Context: an optimization exercise on an open-source flow, tuned for small area and a short achievable clock period. The choices shown serve that exercise and are no tape-out recipe.
At most, simulation tests tie the RTL to the original design; equivalence was not proved.
Function not checked in run 8: the RTL went through the layout flow alone.
No activity file was given, so power comes from the tool's default toggle rates.

File: design/flow/config.mk
export PLATFORM = sky130hd
export DESIGN_NAME = stitch_top
export DESIGN_NICKNAME = stitch_top
export VERILOG_FILES = /design/flow/design.v
export SDC_FILE = /design/flow/constraint.sdc
export NUM_CORES = 4
export LEC_CHECK = 0
export CAP_MARGIN = 10
export CORE_MARGIN = 2
export CORE_UTILIZATION = 40
export CTS_CLUSTER_DIAMETER = 100
export CTS_CLUSTER_SIZE = 30
export SETUP_SLACK_MARGIN = 2.2
export SLEW_MARGIN = 10
File: design/flow/constraint.sdc
create_clock -name core_clock -period 4.0 [get_ports {hdmi_tx_pix_clk}]
set_input_delay 0.8000 -clock core_clock [delete_from_list [all_inputs] [get_ports {hdmi_tx_pix_clk}]]
set_output_delay 0.8000 -clock core_clock [all_outputs]
set_load 0.01 [all_outputs]
File: design/flow/design.v
package stitch_pkg;
    localparam int PIX_W = 24;   
    localparam int CAM_W = 16;   
    localparam int CH_W  = 8;    
    typedef enum logic [1:0]
    {
        PH_SYNC   = 2'd0,   
        PH_BACK   = 2'd1,   
        PH_ACTIVE = 2'd2,   
        PH_FRONT  = 2'd3    
    } raster_phase_t;
    typedef enum logic [1:0]
    {
        Q_CAM_L  = 2'd0,   
        Q_CAM_R  = 2'd1,   
        Q_HDMI_L = 2'd2,   
        Q_HDMI_R = 2'd3    
    } quad_t;
endpackage
module cam_capture
(
    input  logic        hdmi_tx_pix_clk,
    input  logic        reset,
    input  logic        cam_href,
    input  logic [7:0]  cam_data,
    output logic        cam_we,
    output logic [15:0] cam_word,
    output logic [15:0] cam_word_n   
);
    logic       lo_phase;
    logic [7:0] b1;   
    logic [7:0] b2;   
    logic [7:0] b1n;
    logic [7:0] b2n;
    always_ff @(posedge hdmi_tx_pix_clk)
    begin
        if (reset)
        begin
            lo_phase <= 1'b0;
            cam_we   <= 1'b0;
        end
        else
        begin
            cam_we   <= cam_href && lo_phase;
            lo_phase <= cam_href ? ~lo_phase : 1'b0;
        end
    end
    always_ff @(posedge hdmi_tx_pix_clk)
    begin
        b1  <= cam_data;
        b2  <= b1;
        b1n <= ~cam_data;
        b2n <= b1n;
    end
    assign cam_word   = {b2, b1};
    assign cam_word_n = {b2n, b1n};
endmodule
module tile_buffer
#(
    parameter int W   = 24,
    parameter int OFS = 0
)(
    input  logic            hdmi_tx_pix_clk,
    input  logic            reset,
    input  logic            frame_sync,
    input  logic            we,
    input  logic [W-1:0]    wr_pix,
    input  logic [W-1:0]    wr_pix_n,   
    input  logic [2:0]      ph,
    output logic [16*W-1:0] taps   
);
    logic [W-1:0] ring [4][8];
    logic         sync_d;
    logic         sync_rise;
    logic [5:0]   wr_cnt;    
    logic         wr_en;
    logic [5:0]   cnt_nx;
    logic [7:0]   word_nx;
    logic [3:0]   row_nx;
    logic [7:0]   word_q;
    logic [7:0]   word_qn;
    logic [3:0]   row_q;
    logic [3:0]   row_qn;
    logic [W-1:0] ld [4][8];
    logic [W-1:0] ldn [4][8];
    assign sync_rise = frame_sync && !sync_d;
    assign wr_en     = we && !wr_cnt[5] && !sync_rise;
    always_comb
    begin
        if (reset)
        begin
            cnt_nx  = '0;
            word_nx = 8'(1) << 3'(OFS - 1);
        end
        else if (sync_rise)
        begin
            cnt_nx  = '0;
            word_nx = 8'(1) << (3'(OFS - 2) - ph);
        end
        else if (wr_en)
        begin
            cnt_nx  = wr_cnt + 1'b1;
            word_nx = (wr_cnt[2:0] == 3'd7) ? {word_q[0], word_q[7:1]} : word_q;
        end
        else
        begin
            cnt_nx  = wr_cnt;
            word_nx = {word_q[0], word_q[7:1]};
        end
        for (int r = 0; r < 4; r++)
            row_nx[r] = !cnt_nx[5] && (cnt_nx[4:3] == 2'(r));
    end
    always_ff @(posedge hdmi_tx_pix_clk)
    begin
        sync_d  <= !reset && frame_sync;
        wr_cnt  <= cnt_nx;
        word_q  <= word_nx;
        word_qn <= ~word_nx;
        row_q   <= row_nx;
        row_qn  <= ~row_nx;
    end
    always_comb
    begin
        for (int r = 0; r < 4; r++)
            for (int i = 0; i < 8; i++)
            begin
                ld[r][i]  = {W{we && !sync_rise && row_q[r] && word_q[i]}};
                ldn[r][i] = {W{!we || sync_rise || row_qn[r] || word_qn[i]}};
            end
    end
    always_ff @(posedge hdmi_tx_pix_clk)
    begin
        for (int r = 0; r < 4; r++)
            for (int i = 0; i < 8; i++)
                ring[r][i] <= ~((ring[r][(i + 1) % 8] | ld[r][i]) &
                                (((i % 2 == 1) ? wr_pix : wr_pix_n) | ldn[r][i]));
    end
    always_comb
    begin
        for (int r = 0; r < 4; r++)
            for (int t = 0; t < 4; t++)
                taps[(4 * r + t) * W +: W] = ring[r][2 * t];
    end
endmodule
module video_timing
(
    input  logic       hdmi_tx_pix_clk,
    input  logic       reset,
    output logic       hs,
    output logic       vs,
    output logic       de,
    output logic [2:0] ph,
    output logic [31:0] sel
);
    logic [4:0] hc;
    logic [4:0] vc;
    logic [1:0] tap;
    logic [4:0] hc_nx;
    logic [4:0] vc_nx;
    logic [1:0] tap_nx;
    logic       de_nx;
    always_comb
    begin
        hc_nx  = hc + 1'b1;
        vc_nx  = vc;
        tap_nx = tap;
        if (reset)
        begin
            hc_nx  = 5'd3;
            vc_nx  = 5'd3;
            tap_nx = 2'd0;
        end
        else if (hc == 5'd25)
        begin
            hc_nx = 5'd3;
            if (vc == 5'd16)
            begin
                vc_nx  = 5'd3;
                tap_nx = tap - 1'b1;
            end
            else
                vc_nx = vc + 1'b1;
        end
    end
    assign de_nx = (hc_nx >= 5'd8) && (hc_nx < 5'd24) && (vc_nx[4:3] == 2'b01);
    always_ff @(posedge hdmi_tx_pix_clk)
    begin
        hc  <= hc_nx;
        vc  <= vc_nx;
        tap <= tap_nx;
        ph  <= reset ? 3'd0 : ph + 1'b1;
        for (int k = 0; k < 32; k++)
            sel[k] <= de_nx && ({vc_nx[2], vc_nx[1:0], tap_nx} == 5'(k));
    end
    assign hs = (hc < 5'd5);
    assign vs = (vc == 5'd3);
    assign de = (hc >= 5'd8) && (hc < 5'd24) && (vc[4:3] == 2'b01);
endmodule
module quad_reader
(
    input  logic         hdmi_tx_pix_clk,
    input  logic         reset,
    input  logic         hs,
    input  logic         vs,
    input  logic         de,
    input  logic [31:0]  sel,         
    input  logic [255:0] cam_taps,    
    input  logic [383:0] hdmi_taps,   
    output logic         hdmi_tx_hs,
    output logic         hdmi_tx_vs,
    output logic         hdmi_tx_de,
    output logic [23:0]  hdmi_tx_data
);
    logic        hs_d1;
    logic        vs_d1;
    logic        de_d1;
    logic [23:0] pix_d1;
    logic [15:0] w;
    logic [23:0] hdmi_pix;
    always_comb
    begin
        w        = '0;
        hdmi_pix = '0;
        for (int r = 0; r < 4; r++)
            for (int t = 0; t < 4; t++)
            begin
                w        = w | ({16{sel[4 * r + t]}} & cam_taps[(4 * r + t) * 16 +: 16]);
                hdmi_pix = hdmi_pix | ({24{sel[16 + 4 * r + t]}} & hdmi_taps[(4 * r + t) * 24 +: 24]);
            end
    end
    always_ff @(posedge hdmi_tx_pix_clk)
    begin
        if (reset)
        begin
            hs_d1        <= 1'b0;
            vs_d1        <= 1'b0;
            de_d1        <= 1'b0;
            pix_d1       <= '0;
            hdmi_tx_hs   <= 1'b0;
            hdmi_tx_vs   <= 1'b0;
            hdmi_tx_de   <= 1'b0;
            hdmi_tx_data <= '0;
        end
        else
        begin
            hs_d1        <= hs;
            vs_d1        <= vs;
            de_d1        <= de;
            pix_d1       <= {w[15:11], w[15:13], w[10:5], w[10:9], w[4:0], w[4:2]} | hdmi_pix;
            hdmi_tx_hs   <= hs_d1;
            hdmi_tx_vs   <= vs_d1;
            hdmi_tx_de   <= de_d1;
            hdmi_tx_data <= pix_d1;
        end
    end
endmodule
module stitch_top
#(
    parameter int TILE_H  = 8,
    parameter int TILE_V  = 4,
    parameter int H_SYNC  = 2,
    parameter int H_BACK  = 3,
    parameter int H_FRONT = 2,
    parameter int V_SYNC  = 1,
    parameter int V_BACK  = 4,
    parameter int V_FRONT = 1
)(
    input  logic               hdmi_tx_pix_clk,
    input  logic               reset,
    input  logic               cam_vsync,
    input  logic               cam_href,
    input  logic [stitch_pkg::CAM_W/2-1:0] cam_data,
    input  logic               hdmi_rx_vs,
    input  logic               hdmi_rx_de,
    input  logic [stitch_pkg::PIX_W-1:0]   hdmi_rx_data,
    output logic               hdmi_tx_vs,
    output logic               hdmi_tx_hs,
    output logic               hdmi_tx_de,
    output logic [stitch_pkg::PIX_W-1:0]   hdmi_tx_data
);
    logic        cam_we;
    logic [15:0] cam_word;
    logic [15:0] cam_word_n;
    logic [255:0] cam_taps;
    logic [383:0] hdmi_taps;
    logic [2:0]  ph;
    logic [31:0] sel;
    logic        hs;
    logic        vs;
    logic        de;
    cam_capture i_cam_capture (
        .hdmi_tx_pix_clk (hdmi_tx_pix_clk),
        .reset           (reset),
        .cam_href        (cam_href),
        .cam_data        (cam_data),
        .cam_we          (cam_we),
        .cam_word        (cam_word),
        .cam_word_n      (cam_word_n)
    );
    tile_buffer #(.W(16), .OFS(0)) i_cam_buf (
        .hdmi_tx_pix_clk (hdmi_tx_pix_clk),
        .reset           (reset),
        .frame_sync      (cam_vsync),
        .we              (cam_we),
        .wr_pix          (cam_word),
        .wr_pix_n        (cam_word_n),
        .ph              (ph),
        .taps            (cam_taps)
    );
    tile_buffer #(.W(24), .OFS(4)) i_hdmi_buf (
        .hdmi_tx_pix_clk (hdmi_tx_pix_clk),
        .reset           (reset),
        .frame_sync      (hdmi_rx_vs),
        .we              (hdmi_rx_de),
        .wr_pix          (hdmi_rx_data),
        .wr_pix_n        (~hdmi_rx_data),
        .ph              (ph),
        .taps            (hdmi_taps)
    );
    video_timing i_video_timing (
        .hdmi_tx_pix_clk (hdmi_tx_pix_clk),
        .reset           (reset),
        .hs              (hs),
        .vs              (vs),
        .de              (de),
        .ph              (ph),
        .sel             (sel)
    );
    quad_reader i_quad_reader (
        .hdmi_tx_pix_clk (hdmi_tx_pix_clk),
        .reset           (reset),
        .hs              (hs),
        .vs              (vs),
        .de              (de),
        .sel             (sel),
        .cam_taps        (cam_taps),
        .hdmi_taps       (hdmi_taps),
        .hdmi_tx_hs      (hdmi_tx_hs),
        .hdmi_tx_vs      (hdmi_tx_vs),
        .hdmi_tx_de      (hdmi_tx_de),
        .hdmi_tx_data    (hdmi_tx_data)
    );
endmodule
File: design/flow/run.sh
#!/bin/bash
# synth_recipe.tcl (not shown) runs the flow's synth.tcl, then flattens the netlist and writes it again
# the make line also repeats each setting of config.mk as NAME=value (left out here)
make -C /OpenROAD-flow-scripts/flow DESIGN_CONFIG=/design/flow/config.mk WORK_HOME=/design/flow/orfs CLKGATE_MAP_FILE= SYNTH_SCRIPT=/design/flow/synth_recipe.tcl finish
==> results.toml, run 1 <==
[die]
fp.dieW_microns = 346.6
ioPinCount = 65
dieArea_sq_mm = 0.1201
start_util = 0.4034
rows = 125
chipHeight_microns = 346.6
core_sq_mm = 0.1164

[cells_and_area]
layout.nets = 4476
syn_to_final_growth_pct = 13.25
final_cell_mix = "dfxtp_1, o22ai_1, nand2_1, o21ai_0, a22oi_1"
final_common_cell = "dfxtp_1"
design_area_sq_mm = 0.05316
drive_above_1_share = 0.1371

[critical_path]
rr_startpoint = "i_video_timing.hc[0]$_DFF_P_"
required_ps = 3200
slowest_delay_ps = 340
path_delay_family = "flip-flops"
arrival_ps = 1160
cp_max_fo = 1
worstSetupEndpointType = "output port"
cp-startpoint = "i_quad_reader.hdmi_tx_data[17]$_SDFF_PP0_"
crit_chain = "buf_6"
path_buf_inv = 1
start_kind = "flop"
critPathKind = "reg2out"
crit_slowest_cell = "dfxtp_2"

[sta]
max_freq_ghz = 0.5095
fin_crit_sh = 0.4907
setup_violations = 0
setup_tns_ps = 0
finalClockSkew_ps = 35.14
maxSlewHeadroom = 0.1561
tightest_slew_ps = 1264
rsz0062_at_grt = "true"
period_needed_ps = 1963
drv_slew = 0
timing.final.hold_violations = 0

[clock_network]
htreeDepth = 2
cts.clk_slew.worst_paths_ps = 110
clock-sinks = 1477
cts_hold_buf = 0
clock-root-buffer = "clkbuf_16"
cts_tree = "built"
cts_buffers = 56
clock_latency_ps = 710
clockBufferDepth = 3

[synth]
ys_ff_latch = 1477
synth_fp_nets = 4602
synthCells = 4549
synth_enable_flop_cells = 0
async_flop_share = 0
yosys.cell_types.count = 59
ys_warn_count = 11
syn_avg_cell_area_sq_um = 10.32
ys_seq_area_frac = 0.6299
synth-main-ff-cell = "dfxtp_1"
syn_area_sq_mm = 0.04694

[place]
dp_hpwl_mm = 112.6
placed_area_sq_mm = 0.04900
gp_congestion = 0.9289
port_buffers = 64

[detailed_routing]
ant_nets = 0
num_vias = 39007
drt-pass1-iter-count = 6
first_iter_violations = 5196
vias_per_cell = 6.551
wl_per_cell_microns = 32.65
wl_mm = 194.4
drc = 0

[outcome]
outcome = "timing/DRC/antenna clean"

[job]
cap_viol_max_count = 0

[power_and_ir_drop]
p_leak_nw = 19.31
finalPower_w = 0.02467
pwr_density_cell_mw_per_mm2 = 464.0
ir_worst_vdd_mv = 0.3860

[grt]
grt_pass1_vias = 36102
grt_usage = 0.3051
antenna_found_initial = 9
grt_pass1_wl_mm = 265.8
grt_start_max_net_pins = 71
grt_overflow = 0

[min_path]
hold_path.startpoint = "i_cam_buf.ring[29][1]$_DFF_P_"
hold_class = "reg2reg"
cell usage after synthesis, types with 13 or more instances:
| cell type | instances | area (sq um) |
|---|---|---|
| nand4_1 | 33 | 206.5 |
| a211oi_1 | 14 | 105.1 |
| nor2b_1 | 37 | 231.5 |
| o21ai_1 | 57 | 285.3 |
| buf_1 | 46 | 172.7 |
| a221oi_1 | 64 | 560.5 |
| a22oi_1 | 193 | 1449 |
| buf_2 | 142 | 710.7 |
| nor2_1 | 59 | 221.5 |
| nor3_1 | 14 | 70.07 |
| a211o_1 | 14 | 122.6 |
| nor4_1 | 32 | 200.2 |
| a22o_1 | 64 | 560.5 |
| a21oi_1 | 13 | 65.06 |
| and3_1 | 86 | 538.0 |
| nand3_1 | 31 | 155.2 |
| nand2_1 | 396 | 1486 |
| dfxtp_1 | 1477 | 29570 |
| nor3_2 | 16 | 160.2 |
| o21ai_0 | 335 | 1677 |
| mux2i_1 | 20 | 200.2 |
| a41oi_1 | 16 | 140.1 |
| inv_1 | 21 | 78.83 |
| o22ai_1 | 898 | 5618 |
| clkbuf_1 | 339 | 1272 |
| ha_1 | 15 | 187.7 |
| or3_1 | 50 | 312.8 |
final timing paths:
check / slack [ps] / cells after the start / end
worst max-delay path: 2040 / 1 / hdmi_tx_data[17]
worst min-delay path: 390 / 1 / i_cam_buf.ring[28][1]$_DFF_P_
worst max register to register: 2160 / 7 / i_video_timing.sel[4]$_DFF_P_
worst min register to register: 390 / 1 / i_cam_buf.ring[28][1]$_DFF_P_
layout make-up:
type | count | area (sq um)
clock inverters | 7 | 110.1
well taps | 1524 | 1907
fillers | 10850 | 63200
clock buffers | 57 | 1415
repair buffers | 341 | 3430
flip-flops and latches | 1477 | 29720
diodes | 1 | 2.502
multi-input cells | 2525 | 16490
inverters | 22 | 91.34
repair_timing:
action	in CTS	in global routing
endpoints found under the setup margin	1404	871
resized for setup	342	192
setup buffers	30	51
gates cloned	4	7
pin swaps	22	45
power by group:
part / switching [W] / internal [W]
clock network: 0.00460 / 0.00266
logic: 0.000644 / 0.000463
registers: 0.000658 / 0.0156
total: 0.00591 / 0.0188
through the flow:
step / hold slack, ps / worst slack, ps / std cells / utilization
floorplan: 329.1 / 1948 / 4549 / -
global placement: 389.0 / 768.7 / 5797 / 0.4211
detailed placement: 394.0 / 730.4 / 5797 / 0.4211
CTS: 394.7 / 2000 / 5895 / 0.4440
global route: 416.2 / 2007 / 5953 / 0.4569
finish: 393.8 / 2037 / 5954 / 0.4569
kinds of logic (layout without fill, tap and decap cells):
kind of cell,count (synthesis),in the layout,share of synthesized area
other cells,0,1,0
compound gates,1682,1682,0.2278
mux,21,21,0.004504
xor+xnor,14,14,0.002612
fa+ha+maj,15,15,0.003998
buf+inv,554,427,0.04851
flops,1477,1477,0.6299
simple gates,786,793,0.08270
sequential cells by signal (all words and copies together) (netlist names), 6 cells and up:
name                        count
i_cam_buf.ring                512
i_quad_reader.pix_d1           24
i_cam_buf.word_qn               8
i_cam_buf.wr_cnt                6
i_quad_reader.hdmi_tx_data     24
i_video_timing.sel             32
i_hdmi_buf.word_q               8
i_cam_capture.b2                8
i_cam_capture.b1n               8
i_hdmi_buf.word_qn              8
i_cam_buf.word_q                8
i_hdmi_buf.ring               768
i_cam_capture.b2n               8
i_hdmi_buf.wr_cnt               6
i_cam_capture.b1                8
routing by layer:
metal	track usage	routed length, microns
met4	0.1981	15110
met1	0.3770	72560
met2	0.4709	84650
met5	0	276
met3	0.07993	21810
==> run 2, diff against run 1 <==
--- a/design/flow/config.mk
+++ b/design/flow/config.mk
@@ -10,5 +10,6 @@
 export CORE_UTILIZATION = 40
 export CTS_CLUSTER_DIAMETER = 100
 export CTS_CLUSTER_SIZE = 30
+export PLACE_DENSITY = 0.75
 export SETUP_SLACK_MARGIN = 2.2
 export SLEW_MARGIN = 10
==> results.toml, run 2 <==
[clock_network]
clock_latency_ps = 730
clockBufferDepth = 3
htreeDepth = 2
cts_hold_buf = 0
cts.clk_slew.worst_paths_ps = 120
cts_buffers = 56
clock-sinks = 1477
cts_tree = "built"
clock-root-buffer = "clkbuf_16"

[place]
port_buffers = 64
dp_hpwl_mm = 109.2
place_inst = 5798
gp_congestion = 0.9438

[synth]
synth_top_cell_by_area = "dfxtp_1"
synthTopCellsByCount = "dfxtp_1, o22ai_1, nand2_1"
ys_warn_count = 11
ys_ff_latch = 1477
synth_top_area_share = 0.6299
synth.area.top_cells = "dfxtp_1, o22ai_1, o21ai_0"
ys_seq_area_frac = 0.6299
async_flop_share = 0
synth_enable_flop_cells = 0
synthCells = 4549
yosysMostFrequentCell = "dfxtp_1"
yosys.cell_types.count = 59
syn_avg_cell_area_sq_um = 10.32
syn_area_sq_mm = 0.04694
synth-main-ff-cell = "dfxtp_1"
synth_fp_nets = 4602

[grt]
grt_pass1_vias = 37275
grt_start_max_net_pins = 63
antenna_found_initial = 12
grt_pass1_wl_mm = 255.6
grt_overflow = 0
grt_usage = 0.2873

[detailed_routing]
wl_mm = 182.7
vias_per_cell = 6.722
drc = 0
num_vias = 39981
wl_per_cell_microns = 30.71
ant_nets = 0
drt-pass1-iter-count = 8
first_iter_violations = 6455

[cells_and_area]
instances_no_fill = 5948
final.fill_count = 10540
largest_register = "i_hdmi_buf.ring"
largest_reg_flops = 768
layout.nets = 4468
drive_above_1_share = 0.1353
reg_top3 = "i_hdmi_buf.ring x768, i_cam_buf.ring x512, i_video_timing.sel x32"
final_cell_mix = "dfxtp_1, o22ai_1, nand2_1, o21ai_0, a22oi_1"
final_common_cell = "dfxtp_1"
syn_to_final_growth_pct = 12.64

[sta]
period_needed_ps = 2014
drv_slew = 0
timing.final.hold_violations = 0
rsz0062_at_grt = "true"
setup_tns_ps = 0
maxSlewHeadroom = 0.1688
tightest_slew_ps = 1245
setup_violations = 0
fin_crit_sh = 0.5034
max_freq_ghz = 0.4966
finalClockSkew_ps = 40.96

[die]
fp.dieW_microns = 346.6
start_util = 0.4034
ioPinCount = 65
core_sq_mm = 0.1164
chipHeight_microns = 346.6
rows = 125
dieArea_sq_mm = 0.1201

[outcome]
outcome = "timing/DRC/antenna clean"

[critical_path]
arrival_ps = 2610
critPathKind = "reg2reg"
worstSetupEndpointType = "flop"
start_kind = "flop"
cp_max_fo = 8
required_ps = 4600

[power_and_ir_drop]
pwr_density_cell_mw_per_mm2 = 465.7
p_leak_nw = 19.21
ir_worst_vdd_mv = 0.4558

[job]
cap_viol_max_count = 0

[min_path]
hold_class = "reg2reg"
==> run 2: changes by cell type in the layout (fill, tap and decap cells not counted), sizes merged, moves of 2 or more <==
cell / delta
buf: -8
clkbuf: -3
diode: +3
and2: +2
nand2: +2
==> run 2: report_power, final <==
| part | switching, W | leakage [nW] | internal [W] |
|---|---|---|---|
| clock network | 0.00459 | 0.753 | 0.00264 |
| logic | 0.000646 | 5.26 | 0.000441 |
| registers | 0.000662 | 13.2 | 0.0156 |
| total | 0.00590 | 19.2 | 0.0187 |
==> run 2: cell families (layout without fill, tap and decap cells) <==
kind of cell | after synthesis | count (layout) | share of synthesized area
flip-flops | 1477 | 1477 | 0.6299
AO/OA/AOI/OAI | 1682 | 1682 | 0.2278
buffers and inverters | 554 | 414 | 0.04851
other | 0 | 4 | 0
adder cells (fa/ha/maj) | 15 | 15 | 0.003998
multiplexers | 21 | 21 | 0.004504
AND/OR/NAND/NOR | 786 | 797 | 0.08270
XOR/XNOR | 14 | 14 | 0.002612
==> run 2: stage by stage <==
| step | cell area (sq um) | utilization | total power, W | hold slack (ps) | worst slack [ps] |
|---|---|---|---|---|---|
| detailed placement | 48970 | 0.4209 | 0.01754 | 394.0 | 595.7 |
| floorplan | 47810 | - | 0.01704 | 329.1 | 1948 |
| global placement | 48970 | 0.4209 | 0.01748 | 389.0 | 601.6 |
| global route | 52870 | 0.4543 | 0.02520 | 411.3 | 1937 |
| finish | 52880 | 0.4544 | 0.02463 | 403.9 | 1986 |
| CTS | 51700 | 0.4443 | 0.02441 | 402.9 | 1965 |
==> run 2: layout make-up <==
| cell class | instances | area (sq um) | share of cell area |
|---|---|---|---|
| multi-input cells | 2529 | 16420 | 0.3106 |
| inverters | 22 | 93.84 | 0.001775 |
| clock buffers | 59 | 1444 | 0.02731 |
| well taps | 1524 | 1907 | 0.03606 |
| flip-flops and latches | 1477 | 29720 | 0.5621 |
| repair buffers | 329 | 3177 | 0.06008 |
| diodes | 4 | 10.01 | 0.0001893 |
| clock inverters | 4 | 100.1 | 0.001893 |
==> run 2: routing by layer <==
layer  share of wire  track usage  up-vias
met2            0.41       0.4179     3475
met5         0.00060            0        -
met3            0.15       0.1110     1121
li1                -            -    16457
met1            0.35       0.3452    18912
met4           0.089       0.2081       16
==> run 2: what timing repair did <==
action,4_1_cts,5_1_grt
gates cloned,6,5
setup endpoints to repair,1406,964
buffers inserted,41,31
resized for setup,339,182
pin swaps,26,36
==> run 2: worst paths after layout <==
| path | from | to | slack, ps | cells past startpoint |
|---|---|---|---|---|
| max | i_video_timing.hc[1]$_DFF_P_ | i_video_timing.sel[18]$_DFF_P_ | 1990 | 8 |
| min | i_cam_buf.ring[29][14]$_DFF_P_ | i_cam_buf.ring[28][14]$_DFF_P_ | 400 | 1 |
| max reg2reg | i_video_timing.hc[1]$_DFF_P_ | i_video_timing.sel[18]$_DFF_P_ | 1990 | 8 |
| min reg2reg | i_cam_buf.ring[29][14]$_DFF_P_ | i_cam_buf.ring[28][14]$_DFF_P_ | 400 | 1 |
==> run 2: critical path, cell delays in order, from the launching register on <==
cell and delay, ps:
dfxtp_4 400, inv_4 40, ha_4 150, and4b_4 210
buf_6 130, buf_4 130, nor4_2 290, o21ai_4 160
nor4_1 370
==> run 3, diff against run 2 <==
--- a/design/flow/config.mk
+++ b/design/flow/config.mk
@@ -7,9 +7,8 @@
 export LEC_CHECK = 0
 export CAP_MARGIN = 10
 export CORE_MARGIN = 2
-export CORE_UTILIZATION = 40
+export CORE_UTILIZATION = 50
 export CTS_CLUSTER_DIAMETER = 100
 export CTS_CLUSTER_SIZE = 30
-export PLACE_DENSITY = 0.75
 export SETUP_SLACK_MARGIN = 2.2
 export SLEW_MARGIN = 10
==> results.toml, run 3 <==
[outcome]
outcome = "timing/DRC/antenna clean"

[detailed_routing]
wl_per_cell_microns = 34.71
first_iter_violations = 5445
vias_per_cell = 6.907
ant_nets = 0
drt-pass1-iter-count = 6
wl_mm = 197.8
drc = 0
num_vias = 39349

[synth]
ys_seq_area_frac = 0.6299
synth-main-ff-cell = "dfxtp_1"
synth_top_area_share = 0.6299
async_flop_share = 0
synth_enable_flop_cells = 0
synth_fp_nets = 4602
synth_top_cell_by_area = "dfxtp_1"
syn_area_sq_mm = 0.04694
synthTopCellsByCount = "dfxtp_1, o22ai_1, nand2_1"
syn_avg_cell_area_sq_um = 10.32
synthCells = 4549
yosysMostFrequentCell = "dfxtp_1"
yosys.cell_types.count = 59
ys_ff_latch = 1477
synth.area.top_cells = "dfxtp_1, o22ai_1, o21ai_0"
ys_warn_count = 11

[cells_and_area]
largest_reg_flops = 768
syn_to_final_growth_pct = 12.74
largest_register = "i_hdmi_buf.ring"
design_area_sq_mm = 0.05293
layout.nets = 4487
final_cell_mix = "dfxtp_1, o22ai_1, nand2_1, o21ai_0, a22oi_1"
drive_above_1_share = 0.1397
fin_util = 0.5679
reg_top3 = "i_hdmi_buf.ring x768, i_cam_buf.ring x512, i_video_timing.sel x32"
final_common_cell = "dfxtp_1"

[critical_path]
ff2ff_setup_slack_ps = 2050
arrival_ps = 1150
crit_path_end = "hdmi_tx_hs"
worstReg2RegEnd = "i_video_timing.sel[1]$_DFF_P_"
slowest_delay_ps = 330
crit_slowest_cell = "dfxtp_1"
worstSetupEndpointType = "output port"
critPathKind = "reg2out"
path_buf_inv = 1
required_ps = 3200
ff2ff_path_depth = 9
rr_startpoint = "i_video_timing.hc[1]$_DFF_P_"
cp_max_fo = 1
path_delay_family = "flip-flops"
cp-startpoint = "i_quad_reader.hdmi_tx_hs$_SDFF_PP0_"
start_kind = "flop"
path_depth = 1
crit_chain = "buf_2"

[sta]
setup_violations = 0
timing.final.ws_setup_ps = 2048
tightest_slew_ps = 1177
maxSlewHeadroom = 0.2130
fin_crit_sh = 0.4881
worst_hold_slack_ps = 402.7
rsz0062_at_grt = "true"
finalClockSkew_ps = 27.29
timing.final.hold_violations = 0
max_freq_ghz = 0.5122
drv_slew = 0
period_needed_ps = 1952
setup_tns_ps = 0

[grt]
grt_use_met3 = 0.1118
grt_pass1_vias = 36430
grt_overflow = 0
top_usage_layer = "met2"
met2_usage = 0.6027
antenna_found_initial = 8
grt_start_max_net_pins = 62
grt_pass1_wl_mm = 271.2
grt_usage = 0.3979
grt_util_met1 = 0.4748

[power_and_ir_drop]
p_comb_frac = 0.044
p_seq_frac = 0.668
pwr_density_cell_mw_per_mm2 = 461.9
power_switching_w = 0.005834
ir_worst_vdd_mv = 0.3568
clkPwrFrac = 0.288
p_leak_nw = 19.38
internal_power_w = 0.01861
swShare = 0.2386

[place]
port_buffers = 64
placed_area_sq_mm = 0.04872
dp_worst_setup_slack_ps = 757.8
dp_hpwl_mm = 113.6
gp_congestion = 0.9261

[die]
dieArea_sq_mm = 0.09635
fp.dieW_microns = 310.4
core_sq_mm = 0.09319
rows = 112
chipHeight_microns = 310.4
ioPinCount = 65
start_util = 0.5037

[clock_network]
clockBufferDepth = 3
cts_tree = "built"
cts_buffers = 55
cts.clk_slew.worst_paths_ps = 120
clock-sinks = 1477
cts_hold_buf = 0
clock-root-buffer = "clkbuf_16"
clock_latency_ps = 710
htreeDepth = 2

[job]
cap_viol_max_count = 0

[min_path]
hold_class = "reg2reg"
-- run 3: cell count changes in the layout (fill, tap and decap cells not counted), sizes merged, moves of 2 or more --
cell | previous run | this run
and3 | 87 | 90
buf | 292 | 312
clkbuf | 61 | 56
nand2 | 402 | 400
-- run 3: worst min-delay path by stage --
stage	start	endpoint	slack [ps]	cells past startpoint
after floorplan	i_cam_capture.b1[0]$_DFF_P_	i_cam_capture.b2[0]$_DFF_P_	330	0
after CTS	i_cam_buf.ring[5][15]$_DFF_P_	i_cam_buf.ring[4][15]$_DFF_P_	410	1
after global routing	i_cam_buf.ring[7][12]$_DFF_P_	i_cam_buf.ring[6][12]$_DFF_P_	410	1
after detailed placement	i_cam_buf.ring[15][12]$_DFF_P_	i_cam_buf.ring[14][12]$_DFF_P_	390	1
final	i_cam_buf.ring[5][4]$_DFF_P_	i_cam_buf.ring[4][4]$_DFF_P_	400	1
after global placement	i_cam_buf.ring[1][1]$_DFF_P_	i_cam_buf.ring[0][1]$_DFF_P_	390	1
-- run 3: kinds of logic after synthesis --
group | after synthesis | synth area share
simple gates | 786 | 0.08270
xor+xnor | 14 | 0.002612
flops | 1477 | 0.6299
buf+inv | 554 | 0.04851
compound gates | 1682 | 0.2278
mux | 21 | 0.004504
fa+ha+maj | 15 | 0.003998
-- run 3: what timing repair did --
action | CTS | global route
gates resized for setup | 356 | 211
setup endpoints to repair | 1404 | 898
buffers inserted | 37 | 49
cloned | 7 | 6
pin swaps | 23 | 50
-- run 3: per-layer routing --
metal	vias up	part of all wire
met2	2834	0.43
li1	16488	-
met1	18999	0.36
met3	1022	0.11
met4	6	0.093
met5	-	0.00018
-- run 3: layout make-up --
cell class,instances,area (sq um)
fillers,7966,40260
flip-flops and latches,1477,29700
well taps,1254,1569
repair buffers,349,3625
clock buffers,55,1376
clock inverters,6,60.06
multi-input cells,2529,16490
inverters,22,91.34
diodes,5,12.51
-- run 3: power groups by stage --
stage	Sequential, W	Combinational, W	Clock (W)
4_1_cts	0.0163	0.000980	0.00704
3_3_place_gp	0.0166	0.000885	0
5_1_grt	0.0164	0.00117	0.00754
3_5_place_dp	0.0166	0.000922	0
6_report	0.0163	0.00108	0.00705
2_1_floorplan	0.0163	0.000767	0
-- run 3: metrics by stage --
step | cells | total power, W
floorplan | 4549 | 0.01704
global placement | 5532 | 0.01750
detailed placement | 5532 | 0.01753
CTS | 5637 | 0.02430
global route | 5694 | 0.02510
finish | 5697 | 0.02445
==> run 4, diff against run 3 <==
--- a/design/flow/config.mk
+++ b/design/flow/config.mk
@@ -7,8 +7,8 @@
 export LEC_CHECK = 0
 export CAP_MARGIN = 10
 export CORE_MARGIN = 2
-export CORE_UTILIZATION = 50
+export CORE_UTILIZATION = 40
 export CTS_CLUSTER_DIAMETER = 100
 export CTS_CLUSTER_SIZE = 30
-export SETUP_SLACK_MARGIN = 2.2
+export SETUP_SLACK_MARGIN = 2.15
 export SLEW_MARGIN = 10
==> results.toml, run 4 <==
[sta]
fin_crit_sh = 0.4917
setup_violations = 0
maxSlewHeadroom = 0.1749
period_needed_ps = 1967
finalClockSkew_ps = 24.24
worst_hold_slack_ps = 403.8
timing.final.ws_setup_ps = 2033
drv_slew = 0
max_freq_ghz = 0.5085
tightest_slew_ps = 1234
setup_tns_ps = 0
rsz0062_at_grt = "true"
timing.final.hold_violations = 0

[cells_and_area]
largest_reg_flops = 768
syn_to_final_growth_pct = 11.50
drive_above_1_share = 0.1304
design_area_sq_mm = 0.05234
layout.nets = 4465
largest_register = "i_hdmi_buf.ring"
final_cell_mix = "dfxtp_1, o22ai_1, nand2_1, o21ai_0, buf_4"
reg_top3 = "i_hdmi_buf.ring x768, i_cam_buf.ring x512, i_video_timing.sel x32"
final_common_cell = "dfxtp_1"

[critical_path]
path_delay_family = "flip-flops"
slowest_delay_ps = 340
start_kind = "flop"
worstSetupEndpointType = "output port"
ff2ff_path_depth = 7
cp_max_fo = 1
required_ps = 3200
crit_chain = "buf_6"
path_depth = 1
arrival_ps = 1170
critPathKind = "reg2out"
path_buf_inv = 1
crit_slowest_cell = "dfxtp_2"

[synth]
synth_top_area_share = 0.6299
synth_fp_nets = 4602
ys_warn_count = 11
synth_top_cell_by_area = "dfxtp_1"
syn_avg_cell_area_sq_um = 10.32
async_flop_share = 0
synth.area.top_cells = "dfxtp_1, o22ai_1, o21ai_0"
synthTopCellsByCount = "dfxtp_1, o22ai_1, nand2_1"
synth_enable_flop_cells = 0
synthCells = 4549
syn_area_sq_mm = 0.04694
ys_seq_area_frac = 0.6299
yosysMostFrequentCell = "dfxtp_1"
ys_ff_latch = 1477
yosys.cell_types.count = 59
synth-main-ff-cell = "dfxtp_1"

[detailed_routing]
wl_per_cell_microns = 32.03
vias_per_cell = 6.519
first_iter_violations = 5075
num_vias = 38756
wl_mm = 190.4
drt-pass1-iter-count = 8
ant_nets = 0
drc = 0

[clock_network]
cts.clk_slew.worst_paths_ps = 120
clock-root-buffer = "clkbuf_16"
clockBufferDepth = 3
htreeDepth = 2
cts_tree = "built"
clock-sinks = 1477
cts_buffers = 56
clock_latency_ps = 720
cts_hold_buf = 0

[power_and_ir_drop]
pwr_density_cell_mw_per_mm2 = 469.6
p_leak_nw = 19.02
ir_worst_vdd_mv = 0.4111

[min_path]
hold_class = "reg2reg"
hold_path_depth = 1

[grt]
grt_overflow = 0
grt_start_max_net_pins = 40
grt_usage = 0.3020
antenna_found_initial = 11
grt_pass1_vias = 35931
grt_pass1_wl_mm = 263.9

[die]
fp.dieW_microns = 346.6
dieArea_sq_mm = 0.1201
start_util = 0.4034
chipHeight_microns = 346.6
core_sq_mm = 0.1164
ioPinCount = 65
rows = 125

[place]
dp_worst_setup_slack_ps = 695.4
placed_area_sq_mm = 0.04908
port_buffers = 64
gp_congestion = 0.8966
dp_hpwl_mm = 115.7

[job]
cap_viol_max_count = 0

[outcome]
outcome = "timing/DRC/antenna clean"
-- run 4: cell counts after synthesis --
No cell type changed its count.
-- run 4: per-layer routing --
layer,up-vias,global-route usage,routed length (microns)
met5,-,0.003201,49
met4,8,0.1973,15360
met3,830,0.07756,20480
met2,2612,0.4684,83250
met1,18851,0.3713,71300
li1,16455,-,-
-- run 4: path summary, 6_finish.rpt --
check,from,to,slack (ps)
min,i_cam_buf.ring[9][2]$_DFF_P_,i_cam_buf.ring[8][2]$_DFF_P_,400
max,i_quad_reader.hdmi_tx_data[5]$_SDFF_PP0_,hdmi_tx_data[5],2030
min reg2reg,i_cam_buf.ring[9][2]$_DFF_P_,i_cam_buf.ring[8][2]$_DFF_P_,400
max reg2reg,i_video_timing.sel[10]$_DFF_P_,i_quad_reader.pix_d1[21]$_SDFF_PP0_,2110
-- run 4: cells by family after synthesis --
group / Yosys count / synth area share
xor gates and xnor gates: 14 / 0.002612
AOI/OAI and AO/OA: 1682 / 0.2278
buffers and inverters: 554 / 0.04851
adders and majority gates: 15 / 0.003998
muxes: 21 / 0.004504
and+or+nand+nor: 786 / 0.08270
DFF: 1477 / 0.6299
-- run 4: layout make-up --
| type | instances | area, sq um |
|---|---|---|
| diodes | 3 | 7.507 |
| clock buffers | 59 | 1444 |
| clock inverters | 5 | 65.06 |
| fillers | 10945 | 64020 |
| inverters | 22 | 95.09 |
| multi-input cells | 2524 | 16180 |
| flip-flops and latches | 1477 | 29690 |
| well taps | 1524 | 1907 |
| repair buffers | 331 | 2959 |
-- run 4: what timing repair did --
item                       4_1_cts  5_1_grt
buffers inserted                26       30
pin swaps                       18       31
gates resized for setup        299      121
setup endpoints to repair     1400      456
cloned                           4        3
-- run 4: through the flow --
| stage | util | cells | total power [W] |
|---|---|---|---|
| 2_1_floorplan | - | 4549 | 0.01704 |
| 3_3_place_gp | 0.4218 | 5815 | 0.01751 |
| 3_5_place_dp | 0.4218 | 5815 | 0.01754 |
| 4_1_cts | 0.4423 | 5909 | 0.02446 |
| 5_1_grt | 0.4498 | 5943 | 0.02525 |
| 6_report | 0.4498 | 5945 | 0.02458 |
-- run 4: power by group --
part	internal (W)	leakage, nW	switching, W	total [W]
sequential	0.0156	13.2	0.000663	0.0163
combinational	0.000447	5.09	0.000611	0.00106
clock	0.00263	0.741	0.00458	0.00721
total	0.0187	19.0	0.00586	0.0246
==> run 5, diff against run 4 <==
--- a/design/flow/config.mk
+++ b/design/flow/config.mk
@@ -9,6 +9,6 @@
 export CORE_MARGIN = 2
 export CORE_UTILIZATION = 40
 export CTS_CLUSTER_DIAMETER = 100
-export CTS_CLUSTER_SIZE = 30
+export CTS_CLUSTER_SIZE = 26
 export SETUP_SLACK_MARGIN = 2.15
 export SLEW_MARGIN = 10
==> results.toml, run 5 <==
[outcome]
outcome = "timing/DRC/antenna clean"

[detailed_routing]
vias_per_cell = 6.487
wl_per_cell_microns = 32.05
drc = 0
drt-pass1-iter-count = 6
wl_mm = 191.0
first_iter_violations = 5087
num_vias = 38660
ant_nets = 0

[sta]
fin_crit_sh = 0.4832
tightest_slew_ps = 1181
setup_tns_ps = 0
setup_violations = 0
timing.final.hold_violations = 0
period_needed_ps = 1933
rsz0062_at_grt = "true"
maxSlewHeadroom = 0.2112
finalClockSkew_ps = 24.47
max_freq_ghz = 0.5173
drv_slew = 0

[synth]
syn_area_sq_mm = 0.04694
synth_top_cell_by_area = "dfxtp_1"
synth_top_area_share = 0.6299
synthTopCellsByCount = "dfxtp_1, o22ai_1, nand2_1"
yosysMostFrequentCell = "dfxtp_1"
synthCells = 4549
async_flop_share = 0
yosys.cell_types.count = 59
ys_seq_area_frac = 0.6299
synth.area.top_cells = "dfxtp_1, o22ai_1, o21ai_0"
ys_ff_latch = 1477
synth-main-ff-cell = "dfxtp_1"
synth_fp_nets = 4602
synth_enable_flop_cells = 0
ys_warn_count = 11
syn_avg_cell_area_sq_um = 10.32

[cells_and_area]
layout.nets = 4480
instances_no_fill = 5960
drive_above_1_share = 0.1324
largest_reg_flops = 768
largest_register = "i_hdmi_buf.ring"
syn_to_final_growth_pct = 12.54
final_common_cell = "dfxtp_1"
final_cell_mix = "dfxtp_1, o22ai_1, nand2_1, o21ai_0, buf_4"
reg_top3 = "i_hdmi_buf.ring x768, i_cam_buf.ring x512, i_video_timing.sel x32"
final.fill_count = 10861

[power_and_ir_drop]
swShare = 0.2348
power_switching_w = 0.005924
clkPwrFrac = 0.312
internal_power_w = 0.01931
p_comb_frac = 0.042
pwr_density_cell_mw_per_mm2 = 477.6
ir_worst_vdd_mv = 0.3915
p_seq_frac = 0.646
p_leak_nw = 19.31

[job]
cap_viol_max_count = 0

[critical_path]
start_kind = "flop"
ff2ff_path_depth = 8
ff2ff_setup_slack_ps = 2070
worstReg2RegEnd = "i_video_timing.sel[17]$_DFF_P_"
worstSetupEndpointType = "flop"
arrival_ps = 2500
cp_max_fo = 8
required_ps = 4570
crit_slowest_cell = "dfxtp_4"
slowest_delay_ps = 420
critPathKind = "reg2reg"
cp-startpoint = "i_video_timing.hc[0]$_DFF_P_"
rr_startpoint = "i_video_timing.hc[0]$_DFF_P_"
crit_chain = "ha_4 -> and4b_4 -> buf_6 -> nand2_4 -> o32ai_4 -> o21ai_4 -> buf_6 -> nor4_2"
critical_path.most_common_cell = "buf_6"

[grt]
grt_usage = 0.3042
grt_start_max_net_pins = 40
grt_pass1_vias = 36101
antenna_found_initial = 10
grt_overflow = 0
grt_pass1_wl_mm = 265.0

[die]
dieArea_sq_mm = 0.1201
rows = 125
chipHeight_microns = 346.6
start_util = 0.4034
core_sq_mm = 0.1164
ioPinCount = 65
fp.dieW_microns = 346.6

[place]
place_inst = 5815
gp_congestion = 0.8966
port_buffers = 64
dp_hpwl_mm = 115.7

[clock_network]
clockBufferDepth = 3
clock-root-buffer = "clkbuf_16"
cts.clk_slew.worst_paths_ps = 100
clock-sinks = 1477
clock_latency_ps = 680
htreeDepth = 3
cts_buffers = 66
cts_tree = "built"
cts_hold_buf = 0

[min_path]
hold_path.startpoint = "i_cam_buf.ring[15][9]$_DFF_P_"
min_to = "i_cam_buf.ring[14][9]$_DFF_P_"
hold_path_depth = 1
hold_class = "reg2reg"
-- run 5: cell counts after synthesis --
No cell type changed its count.
-- run 5: cell families (layout without fill, tap and decap cells) --
group / after synthesis / after routing / share of synthesized area
AND/OR/NAND/NOR: 786 / 791 / 0.08270
buffers and inverters: 554 / 433 / 0.04851
AO/OA/AOI/OAI: 1682 / 1682 / 0.2278
adder cells (fa/ha/maj): 15 / 15 / 0.003998
other: 0 / 3 / 0
XOR/XNOR: 14 / 14 / 0.002612
flip-flops: 1477 / 1477 / 0.6299
multiplexers: 21 / 21 / 0.004504
-- run 5: how the worst max path moves through the flow --
stage | to | slack, ps
2_1_floorplan | i_cam_buf.word_qn[0]$_DFF_P_ | 1950
4_1_cts | hdmi_tx_data[5] | 2040
6_report | i_video_timing.sel[17]$_DFF_P_ | 2070
5_1_grt | i_video_timing.sel[21]$_DFF_P_ | 2010
3_3_place_gp | i_hdmi_buf.ring[15][1]$_DFF_P_ | 750
3_5_place_dp | i_hdmi_buf.ring[17][21]$_DFF_P_ | 700
-- run 5: per-layer routing --
metal | GRT usage | wire, microns | vias to the layer above | part of all wire
li1 | - | - | 16467 | -
met1 | 0.3743 | 71910 | 18782 | 0.38
met2 | 0.4680 | 83450 | 2604 | 0.44
met3 | 0.07858 | 20060 | 803 | 0.11
met4 | 0.2059 | 15600 | 4 | 0.082
met5 | 0.001200 | 27 | - | 0.00014
-- run 5: what timing repair did --
item	CTS	global route
setup buffers	36	25
resized for setup	304	138
endpoints found under the setup margin	1401	253
cloned	5	2
pin swaps	18	35
-- run 5: power groups by stage --
stage / Clock [W] / Combinational, W / Sequential (W)
after detailed placement: 0 / 0.000934 / 0.0166
final: 0.00787 / 0.00106 / 0.0163
after floorplan: 0 / 0.000765 / 0.0163
after global routing: 0.00838 / 0.00116 / 0.0164
after CTS: 0.00786 / 0.000984 / 0.0163
after global placement: 0 / 0.000897 / 0.0166
-- run 5: worst max-delay path: cells and delay by family, from the launching register on --
family	cells	cell delay, ps
compound gates	2	440
fa+ha+maj	1	150
buf+inv	2	300
flops	1	420
simple gates	3	530
-- run 5: cell type report --
cell class                 instances  area, sq um  area share
clock inverter                     2        13.76   0.0002605
multi-input combinational       2523        16230      0.3072
tap                             1524         1907     0.03609
timing repair buffer             337         3097     0.05862
clock buffer                      72         1790     0.03389
antenna                            3        7.507   0.0001421
inverter                          22        95.09    0.001800
sequential                      1477        29690      0.5620
-- run 5: per-stage QoR --
step | total power, W | instance area [sq um] | worst slack [ps] | hold WS [ps] | utilization
after floorplan | 0.01704 | 47760 | 1948 | 329.1 | -
after global placement | 0.01751 | 49080 | 751.3 | 388.7 | 0.4218
after detailed placement | 0.01754 | 49080 | 695.4 | 394.3 | 0.4218
after CTS | 0.02512 | 51920 | 2042 | 406.2 | 0.4462
after global routing | 0.02592 | 52820 | 2013 | 412.5 | 0.4540
final | 0.02523 | 52830 | 2067 | 401.6 | 0.4540
==> run 6, diff against run 5 <==
--- a/design/flow/config.mk
+++ b/design/flow/config.mk
@@ -8,7 +8,7 @@
 export CAP_MARGIN = 10
 export CORE_MARGIN = 2
 export CORE_UTILIZATION = 40
-export CTS_CLUSTER_DIAMETER = 100
-export CTS_CLUSTER_SIZE = 26
-export SETUP_SLACK_MARGIN = 2.15
+export CTS_CLUSTER_DIAMETER = 60
+export CTS_CLUSTER_SIZE = 30
+export SETUP_SLACK_MARGIN = 2.2
 export SLEW_MARGIN = 10
==> results.toml, run 6 <==
[outcome]
outcome = "timing/DRC/antenna clean"

[grt]
antenna_found_initial = 10
grt_pass1_vias = 36532
grt_pass1_wl_mm = 268.9
grt_usage = 0.3094
grt_start_max_net_pins = 71
grt_overflow = 0

[synth]
synthTopCellsByCount = "dfxtp_1, o22ai_1, nand2_1"
synth_top_area_share = 0.6299
synth_top_cell_by_area = "dfxtp_1"
yosysMostFrequentCell = "dfxtp_1"
synth-main-ff-cell = "dfxtp_1"
yosys.cell_types.count = 59
synth.area.top_cells = "dfxtp_1, o22ai_1, o21ai_0"
syn_area_sq_mm = 0.04694
synthCells = 4549
syn_avg_cell_area_sq_um = 10.32
ys_ff_latch = 1477
ys_warn_count = 11
synth_enable_flop_cells = 0
synth_fp_nets = 4602
ys_seq_area_frac = 0.6299
async_flop_share = 0

[critical_path]
crit_slowest_cell = "dfxtp_2"
required_ps = 3200
critPathKind = "reg2out"
arrival_ps = 1190
slowest_delay_ps = 330
cp-startpoint = "i_quad_reader.hdmi_tx_data[15]$_SDFF_PP0_"
ff2ff_setup_slack_ps = 2010
start_kind = "flop"
path_depth = 1
ff2ff_path_depth = 7
path_delay_family = "flip-flops"
path_buf_inv = 1
rr_startpoint = "i_video_timing.hc[1]$_DFF_P_"
worstSetupEndpointType = "output port"
worstReg2RegEnd = "i_video_timing.sel[22]$_DFF_P_"
crit_chain = "buf_6"
cp_max_fo = 1

[die]
chipHeight_microns = 346.6
core_sq_mm = 0.1164
dieArea_sq_mm = 0.1201
start_util = 0.4034
rows = 125
ioPinCount = 65
fp.dieW_microns = 346.6

[power_and_ir_drop]
internal_power_w = 0.02173
swShare = 0.2568
clkPwrFrac = 0.405
p_leak_nw = 20.31
p_seq_frac = 0.557
ir_worst_vdd_mv = 0.4441
p_comb_frac = 0.037
power_switching_w = 0.007507
pwr_density_cell_mw_per_mm2 = 528.7

[place]
gp_congestion = 0.9289
port_buffers = 64
dp_worst_setup_slack_ps = 730.4
dp_hpwl_mm = 112.6

[cells_and_area]
largest_register = "i_hdmi_buf.ring"
largest_reg_flops = 768
final_common_cell = "dfxtp_1"
final_cell_mix = "dfxtp_1, o22ai_1, nand2_1, o21ai_0, a22oi_1"
reg_top3 = "i_hdmi_buf.ring x768, i_cam_buf.ring x512, i_video_timing.sel x32"
multi_input_area_sq_mm = 0.01646
regArea_sq_mm = 0.02971
syn_to_final_growth_pct = 17.80
layout.nets = 4514
final.fill_count = 10676
drive_above_1_share = 0.1593

[clock_network]
clockBufferDepth = 3
clock_latency_ps = 740
clock-root-buffer = "clkbuf_16"
htreeDepth = 3
cts_buffers = 103
cts_tree = "built"
cts_hold_buf = 0
cts.clk_slew.worst_paths_ps = 100
clock-sinks = 1477

[sta]
finalClockSkew_ps = 41.22
setup_tns_ps = 0
timing.final.ws_setup_ps = 2013
maxSlewHeadroom = 0.1497
fin_crit_sh = 0.4967
period_needed_ps = 1987
timing.final.hold_violations = 0
tightest_slew_ps = 1273
setup_violations = 0
drv_slew = 0
rsz0062_at_grt = "true"
max_freq_ghz = 0.5034

[detailed_routing]
ant_nets = 0
vias_per_cell = 6.475
drc = 0
num_vias = 39359
wl_per_cell_microns = 32.06
wl_mm = 194.9
first_iter_violations = 5532
drt-pass1-iter-count = 6

[min_path]
hold_path_depth = 1
hold_class = "reg2reg"
min_to = "i_cam_buf.ring[28][1]$_DFF_P_"
hold_path.startpoint = "i_cam_buf.ring[29][1]$_DFF_P_"

[job]
cap_viol_max_count = 0
## run 6: cell counts after synthesis
No cell type changed its count.
## run 6: worst register-to-register path, cell delays in order, from the launching register on
cell and delay (ps):
dfxtp_4 380, inv_4 60, ha_4 130, and4b_4 340, nand2_4 110, o31ai_4 280
nand3_4 220, nor4_2 360
## run 6: metal layers
metal / GRT usage / wire [microns]
met5: 0 / 66
met1: 0.3857 / 71970
met3: 0.08293 / 23060
met4: 0.2009 / 15030
met2: 0.4721 / 84790
## run 6: cell families after synthesis
group / after synthesis / synth area share
multiplexers: 21 / 0.004504
buffers and inverters: 554 / 0.04851
AO/OA/AOI/OAI: 1682 / 0.2278
XOR/XNOR: 14 / 0.002612
flip-flops: 1477 / 0.6299
adder cells (fa/ha/maj): 15 / 0.003998
AND/OR/NAND/NOR: 786 / 0.08270
## run 6: stage by stage
stage / hold WS (ps) / total power [W] / instance area [sq um] / utilization / cells
2_1_floorplan: 329.1 / 0.01704 / 47810 / - / 4549
3_3_place_gp: 389.0 / 0.01751 / 49000 / 0.4211 / 5797
3_5_place_dp: 394.0 / 0.01754 / 49000 / 0.4211 / 5797
4_1_cts: 392.5 / 0.02916 / 53950 / 0.4636 / 6027
5_1_grt: 402.3 / 0.03005 / 55290 / 0.4751 / 6074
6_report: 386.7 / 0.02924 / 55300 / 0.4752 / 6079
## run 6: power by group through the flow
stage,Sequential [W],Combinational [W],Clock [W]
detailed placement,0.0166,0.000944,0
finish,0.0163,0.00109,0.0119
floorplan,0.0163,0.000767,0
global route,0.0164,0.00119,0.0125
global placement,0.0166,0.000906,0
CTS,0.0163,0.000999,0.0119
## run 6: worst max-delay path by stage
stage                                      to
6_report                     hdmi_tx_data[15]
5_1_grt        i_video_timing.sel[22]$_DFF_P_
4_1_cts                      hdmi_tx_data[21]
3_5_place_dp   i_hdmi_buf.ring[5][17]$_DFF_P_
3_3_place_gp   i_hdmi_buf.ring[5][17]$_DFF_P_
2_1_floorplan    i_cam_buf.word_qn[0]$_DFF_P_
## run 6: repair_timing
item,in CTS,in global routing
endpoints found under the setup margin,1403,764
hold endpoints to repair,0,0
gates cloned,5,7
gates resized for setup,335,187
pin swaps,19,50
setup buffers,31,40
## run 6: final cells by class
cell class | count | area share
Clock inverter | 84 | 0.02174
Timing Repair Buffer | 332 | 0.05919
Multi-Input combinational cell | 2525 | 0.2977
Antenna cell | 5 | 0.0002263
Inverter | 22 | 0.001652
Sequential cell | 1477 | 0.5372
Tap cell | 1524 | 0.03448
Clock buffer | 110 | 0.04783
==> run 7, diff against run 6 <==
==> design/flow/config.mk (replaced) <==
export PLATFORM = sky130hd
export DESIGN_NAME = stitch_top
export DESIGN_NICKNAME = stitch_top
export VERILOG_FILES = /design/flow/design.v
export SDC_FILE = /design/flow/constraint.sdc
export NUM_CORES = 4
export LEC_CHECK = 0
export CAP_MARGIN = 0
export CORE_MARGIN = 2
export CORE_UTILIZATION = 40
export CTS_CLUSTER_DIAMETER = 100
export CTS_CLUSTER_SIZE = 30
export SETUP_SLACK_MARGIN = 2.2
export SLEW_MARGIN = 0
==> results.toml, run 7 <==
[clock_network]
clockBufferDepth = 3
cts_buffers = 56
cts.clk_slew.worst_paths_ps = 110
htreeDepth = 2
clock-root-buffer = "clkbuf_16"
clock_latency_ps = 710
clock-sinks = 1477
cts_tree = "built"

[synth]
synth-xor-area-share = 0.002612
synth_fp_nets = 4602
ys_ff_latch = 1477
async_flop_share = 0
synthTopCellsByCount = "dfxtp_1, o22ai_1, nand2_1"
ys_warn_count = 11
yosysMostFrequentCell = "dfxtp_1"
synthMuxAreaShare = 0.004504
synthAdderAreaFrac = 0.003998
syn_area_sq_mm = 0.04694
synthCells = 4549
synth_enable_flop_cells = 0
synth_top_area_share = 0.6299
ys_seq_area_frac = 0.6299
synth_top_cell_by_area = "dfxtp_1"
syn_avg_cell_area_sq_um = 10.32
synth.area.top_cells = "dfxtp_1, o22ai_1, o21ai_0"
yosys.cell_types.count = 59
synth_top_family_by_area = "compound AO/OA/AOI/OAI gates"
yosys.area_share.simple = 0.08270
synth_compound_area_frac = 0.2278
synth-main-ff-cell = "dfxtp_1"

[sta]
timing.final.ws_setup_ps = 2037
fin_crit_sh = 0.4907
maxSlewHeadroom = 0.1561
max_freq_ghz = 0.5095
rsz0062_at_grt = "true"
worst_hold_slack_ps = 393.8
tightest_slew_ps = 1264
drv_slew = 0
setup_tns_ps = 0
timing.final.hold_violations = 0
setup_violations = 0
period_needed_ps = 1963
finalClockSkew_ps = 35.14

[place]
port_buffers = 64
gp_congestion = 0.9289
dp_hpwl_mm = 112.6
dp_worst_setup_slack_ps = 730.4

[grt]
grt_use_met3 = 0.07993
grt_pass1_vias = 36102
met2_usage = 0.4709
grt_util_met1 = 0.3770
grt_overflow = 0
grt_usage = 0.3051
antenna_found_initial = 9
top_usage_layer = "met2"
grt_pass1_wl_mm = 265.8
grt_start_max_net_pins = 71

[cells_and_area]
final.fill_count = 10850
largest_register = "i_hdmi_buf.ring"
regArea_sq_mm = 0.02972
multi_input_area_sq_mm = 0.01649
largest_reg_flops = 768
drive_above_1_share = 0.1371
fin_util = 0.4569
layout.nets = 4476
reg_top3 = "i_hdmi_buf.ring x768, i_cam_buf.ring x512, i_video_timing.sel x32"
syn_to_final_growth_pct = 13.25
final_cell_mix = "dfxtp_1, o22ai_1, nand2_1, o21ai_0, a22oi_1"
final_common_cell = "dfxtp_1"

[critical_path]
crit_slowest_cell = "dfxtp_2"
required_ps = 3200
crit_chain = "buf_6"
worstSetupEndpointType = "output port"
path_buf_inv = 1
slowest_delay_ps = 340
path_delay_family = "flip-flops"
start_kind = "flop"
arrival_ps = 1160
cp_max_fo = 1
critPathKind = "reg2out"

[die]
fp.dieW_microns = 346.6
dieArea_sq_mm = 0.1201
ioPinCount = 65
core_sq_mm = 0.1164
chipHeight_microns = 346.6
rows = 125
start_util = 0.4034

[power_and_ir_drop]
p_leak_nw = 19.31
finalPower_w = 0.02467
ir_worst_vdd_mv = 0.3860
pwr_density_cell_mw_per_mm2 = 464.0

[detailed_routing]
drc = 0
drt-pass1-iter-count = 6
wl_mm = 194.4
vias_per_cell = 6.551
num_vias = 39007
first_iter_violations = 5196
ant_nets = 0
wl_per_cell_microns = 32.65

[min_path]
hold_class = "reg2reg"

[outcome]
outcome = "timing/DRC/antenna clean"

[job]
cap_viol_max_count = 0
==> run 7: cell counts after synthesis <==
Identical to the previous run, type by type.
==> run 7: layout make-up <==
cell class | count | share of cell area
sequential | 1477 | 0.5590
multi-input combinational | 2525 | 0.3102
timing repair buffer | 341 | 0.06451
tap | 1524 | 0.03587
clock buffer | 57 | 0.02662
clock inverter | 7 | 0.002071
inverter | 22 | 0.001718
antenna | 1 | 0.00004707
==> run 7: kinds of logic (layout without fill, tap and decap cells) <==
| kind of cell | count (synthesis) | count (layout) |
|---|---|---|
| and+or+nand+nor | 786 | 793 |
| buffers and inverters | 554 | 427 |
| adders and majority gates | 15 | 15 |
| xor gates and xnor gates | 14 | 14 |
| DFF | 1477 | 1477 |
| AOI/OAI and AO/OA | 1682 | 1682 |
| muxes | 21 | 21 |
| other | 0 | 1 |
==> run 7: final timing paths <==
| check | start | endpoint | slack [ps] | cells after the start |
|---|---|---|---|---|
| max reg2reg | i_video_timing.hc[0]$_DFF_P_ | i_video_timing.sel[4]$_DFF_P_ | 2160 | 7 |
| min reg2reg | i_cam_buf.ring[29][1]$_DFF_P_ | i_cam_buf.ring[28][1]$_DFF_P_ | 390 | 1 |
| max | i_quad_reader.hdmi_tx_data[17]$_SDFF_PP0_ | hdmi_tx_data[17] | 2040 | 1 |
| min | i_cam_buf.ring[29][1]$_DFF_P_ | i_cam_buf.ring[28][1]$_DFF_P_ | 390 | 1 |
==> run 7: where the power goes <==
group	switching [W]	internal, W	total, W
combinational	0.000644	0.000463	0.00111
sequential	0.000658	0.0156	0.0163
clock	0.00460	0.00266	0.00726
total	0.00591	0.0188	0.0247
==> run 7: stage by stage <==
step,area [sq um],instances
floorplan,47810,4549
global placement,49000,5797
detailed placement,49000,5797
CTS,51660,5895
global route,53160,5953
finish,53160,5954
==> run 7: what timing repair did <==
action	4_1_cts	5_1_grt
setup endpoints to repair	1404	871
setup buffers	30	51
gates resized for setup	342	192
pin swaps	22	45
hold buffers	0	0
cloned	4	7
==> run 7: layer usage <==
| metal | wire length (microns) | vias up | part of all wire |
|---|---|---|---|
| li1 | - | 16489 | - |
| met1 | 72560 | 19053 | 0.37 |
| met2 | 84650 | 2612 | 0.44 |
| met3 | 21810 | 845 | 0.11 |
| met4 | 15110 | 8 | 0.078 |
| met5 | 276 | - | 0.0014 |
==> run 8, diff against run 7 <==
--- a/design/flow/design.v
+++ b/design/flow/design.v
@@ -75,12 +75,10 @@
     logic [5:0]   wr_cnt;    
     logic         wr_en;
     logic [5:0]   cnt_nx;
-    logic [7:0]   word_nx;
-    logic [3:0]   row_nx;
-    logic [7:0]   word_q;
-    logic [7:0]   word_qn;
-    logic [3:0]   row_q;
-    logic [3:0]   row_qn;
+    logic [2:0]   word_nx;
+    logic [2:0]   wr_word;
+    logic [2:0]   wr_word_n;
+    logic [2:0]   row_n;     
     logic [W-1:0] ld [4][8];
     logic [W-1:0] ldn [4][8];
     assign sync_rise = frame_sync && !sync_d;
@@ -90,42 +88,41 @@
         if (reset)
         begin
             cnt_nx  = '0;
-            word_nx = 8'(1) << 3'(OFS - 1);
+            word_nx = 3'(OFS - 1);
         end
         else if (sync_rise)
         begin
             cnt_nx  = '0;
-            word_nx = 8'(1) << (3'(OFS - 2) - ph);
+            word_nx = 3'(OFS - 2) - ph;
         end
         else if (wr_en)
         begin
             cnt_nx  = wr_cnt + 1'b1;
-            word_nx = (wr_cnt[2:0] == 3'd7) ? {word_q[0], word_q[7:1]} : word_q;
+            word_nx = (wr_cnt[2:0] == 3'd7) ? wr_word - 1'b1 : wr_word;
         end
         else
         begin
             cnt_nx  = wr_cnt;
-            word_nx = {word_q[0], word_q[7:1]};
+            word_nx = wr_word - 1'b1;
         end
-        for (int r = 0; r < 4; r++)
-            row_nx[r] = !cnt_nx[5] && (cnt_nx[4:3] == 2'(r));
     end
     always_ff @(posedge hdmi_tx_pix_clk)
     begin
-        sync_d  <= !reset && frame_sync;
-        wr_cnt  <= cnt_nx;
-        word_q  <= word_nx;
-        word_qn <= ~word_nx;
-        row_q   <= row_nx;
-        row_qn  <= ~row_nx;
+        sync_d    <= !reset && frame_sync;
+        wr_cnt    <= cnt_nx;
+        wr_word   <= word_nx;
+        wr_word_n <= ~word_nx;
+        row_n     <= ~cnt_nx[5:3];
     end
     always_comb
     begin
         for (int r = 0; r < 4; r++)
             for (int i = 0; i < 8; i++)
             begin
-                ld[r][i]  = {W{we && !sync_rise && row_q[r] && word_q[i]}};
-                ldn[r][i] = {W{!we || sync_rise || row_qn[r] || word_qn[i]}};
+                ld[r][i]  = {W{we && !sync_rise && !wr_cnt[5] && wr_cnt[4:3] == 2'(r) &&
+                               wr_word == 3'(i)}};
+                ldn[r][i] = {W{!we || sync_rise || !row_n[2] || row_n[1:0] != ~2'(r) ||
+                               wr_word_n != ~3'(i)}};
             end
     end
     always_ff @(posedge hdmi_tx_pix_clk)
==> design/flow/config.mk (replaced) <==
export PLATFORM = sky130hd
export DESIGN_NAME = stitch_top
export DESIGN_NICKNAME = stitch_top
export VERILOG_FILES = /design/flow/design.v
export SDC_FILE = /design/flow/constraint.sdc
export NUM_CORES = 4
export LEC_CHECK = 0
export CAP_MARGIN = 10
export CORE_MARGIN = 2
export CORE_UTILIZATION = 40
export CTS_CLUSTER_DIAMETER = 100
export CTS_CLUSTER_SIZE = 30
export SETUP_SLACK_MARGIN = 2.1
export SLEW_MARGIN = 10
==> results.toml, run 8 <==
[clock_network]
htreeDepth = 2
clock-root-buffer = "clkbuf_16"
clockBufferDepth = 3
cts_hold_buf = 0
cts_tree = "built"
cts_buffers = 57

[synth]
synth_fp_nets = 4103
synthAdderAreaFrac = 0.005430
syn_avg_cell_area_sq_um = 11.39
synth_top_family_by_area = "compound AO/OA/AOI/OAI gates"
synthCells = 4045
yosysMostFrequentCell = "dfxtp_1"
synthTopCellsByCount = "dfxtp_1, o22ai_1, o2bb2ai_1"
synth_enable_flop_cells = 0
ys_ff_latch = 1447
async_flop_share = 0
synthMuxAreaShare = 0.001765
ys_seq_area_frac = 0.6286

[sta]
fin_crit_sh = 0.5022
maxSlewHeadroom = 0.08101
tightest_slew_ps = 1376
drv_slew = 0
rsz0062_at_grt = "true"
setup_violations = 0

[die]
fp.dieW_microns = 343.4
start_util = 0.4030
ioPinCount = 65

[critical_path]
required_ps = 3200
crit_chain = "buf_6"
rr_startpoint = "i_hdmi_buf.wr_cnt[5]$_DFF_P_"
start_kind = "flop"
crit_slowest_cell = "dfxtp_2"
slowest_delay_ps = 350
path_buf_inv = 1
cp_max_fo = 1
path_delay_family = "flip-flops"
arrival_ps = 1210

[outcome]
outcome = "timing/DRC/antenna clean"

[detailed_routing]
drt-pass1-iter-count = 13
ant_nets = 0
drc = 0
vias_per_cell = 6.777
wl_mm = 193.9
wl_per_cell_microns = 34.64
first_iter_violations = 5015
num_vias = 37946

[cells_and_area]
reg_top3 = "i_hdmi_buf.ring x768, i_cam_buf.ring x512, i_video_timing.sel x32"
final_common_cell = "dfxtp_1"
multi_input_area_sq_mm = 0.01661
drive_above_1_share = 0.1760
design_area_sq_mm = 0.05377
final_cell_mix = "dfxtp_1, o22ai_1, o2bb2ai_1, a22oi_1, buf_4"
final.fill_count = 10294
largest_reg_flops = 768
regArea_sq_mm = 0.02906
instances_no_fill = 5599
largest_register = "i_hdmi_buf.ring"
fin_util = 0.4702

[power_and_ir_drop]
clkPwrFrac = 0.283
pwr_density_cell_mw_per_mm2 = 483.6
ir_worst_vdd_mv = 0.4401
p_leak_nw = 19.48

[place]
port_buffers = 64
gp_congestion = 0.9280
place_inst = 5365

[min_path]
hold_path_depth = 2
hold_class = "in2reg"

[grt]
grt_pass1_vias = 35237
grt_overflow = 0
grt_usage = 0.3132
antenna_found_initial = 7
[run 8: cell types whose count changed in the layout (fill, tap and decap cells not counted), sizes merged, moves of 11 or more]
cell     change
nand2b      +12
a211o       -11
o2bb2ai    +384
and3        -64
dfxtp       -30
nor2       +102
nand2      -322
or3         -46
a211oi      -12
o21ai      -384
mux2i       -13
buf         +43
nor4        -23
[run 8: layout make-up]
type	instances	share of cell area
Timing Repair Buffer	383	0.08370
Clock buffer	58	0.02699
Multi-Input combinational cell	2163	0.3089
Antenna cell	2	0.00009308
Tap cell	1512	0.03518
Inverter	25	0.001745
Sequential cell	1447	0.5405
Clock inverter	9	0.002839
[run 8: worst max-delay path by stage]
stage	from	end	cells past startpoint
3_3_place_gp	cam_vsync	i_cam_buf.ring[2][2]$_DFF_P_	6
5_1_grt	i_quad_reader.hdmi_tx_data[0]$_SDFF_PP0_	hdmi_tx_data[0]	1
3_5_place_dp	cam_vsync	i_cam_buf.ring[2][2]$_DFF_P_	6
4_1_cts	i_quad_reader.hdmi_tx_data[0]$_SDFF_PP0_	hdmi_tx_data[0]	1
6_report	i_quad_reader.hdmi_tx_data[0]$_SDFF_PP0_	hdmi_tx_data[0]	1
2_1_floorplan	cam_vsync	i_cam_buf.ring[17][10]$_DFF_P_	6
[run 8: logic make-up (layout without fill, tap and decap cells)]
logic type               after synthesis  in the layout
AO/OA/AOI/OAI                       1658           1658
flip-flops                          1447           1447
AND/OR/NAND/NOR                      451            459
buffers and inverters                443            475
adder cells (fa/ha/maj)               20             20
XOR/XNOR                              18             18
multiplexers                           8              8
other                                  0              2
[run 8: power groups by stage]
stage / Combinational, W / Clock, W / Sequential (W)
floorplan: 0.00109 / 0 / 0.0168
global placement: 0.00128 / 0 / 0.0173
detailed placement: 0.00133 / 0 / 0.0173
CTS: 0.00145 / 0.00736 / 0.0170
global route: 0.00172 / 0.00786 / 0.0172
finish: 0.00158 / 0.00735 / 0.0171
[run 8: metrics by stage]
step / power [W] / setup slack [ps]
after global placement: 0.01856 / 677.2
after detailed placement: 0.01862 / 628.7
after CTS: 0.02579 / 1962
after floorplan: 0.01788 / 1773
final: 0.02600 / 1991
after global routing: 0.02677 / 1967
[run 8: timing repair]
action / CTS / global route
endpoints found under the setup margin: 1360 / 1087
endpoints found under the hold margin: 0 / 0
gates resized for setup: 370 / 174
gates cloned: 16 / 5
pin swaps: 62 / 31
buffers inserted: 117 / 27
[run 8: routing by layer]
| layer | share of wire | GRT usage | wire [microns] | vias to the layer above |
|---|---|---|---|---|
| li1 | - | - | - | 15611 |
| met1 | 0.38 | 0.4029 | 73020 | 18778 |
| met2 | 0.43 | 0.4714 | 82780 | 2725 |
| met3 | 0.12 | 0.07256 | 22660 | 826 |
| met4 | 0.080 | 0.2056 | 15440 | 6 |
| met5 | 0.00024 | 0 | 46 | - |

Check on run 8: ideal ports give 1.991 ns setup slack; a clkbuf_16 on the clock port and buf_2 on the inputs give 1.915 ns; moving port delays by the midpoint clock arrival (0.797 ns) as well gives 1.316 ns.
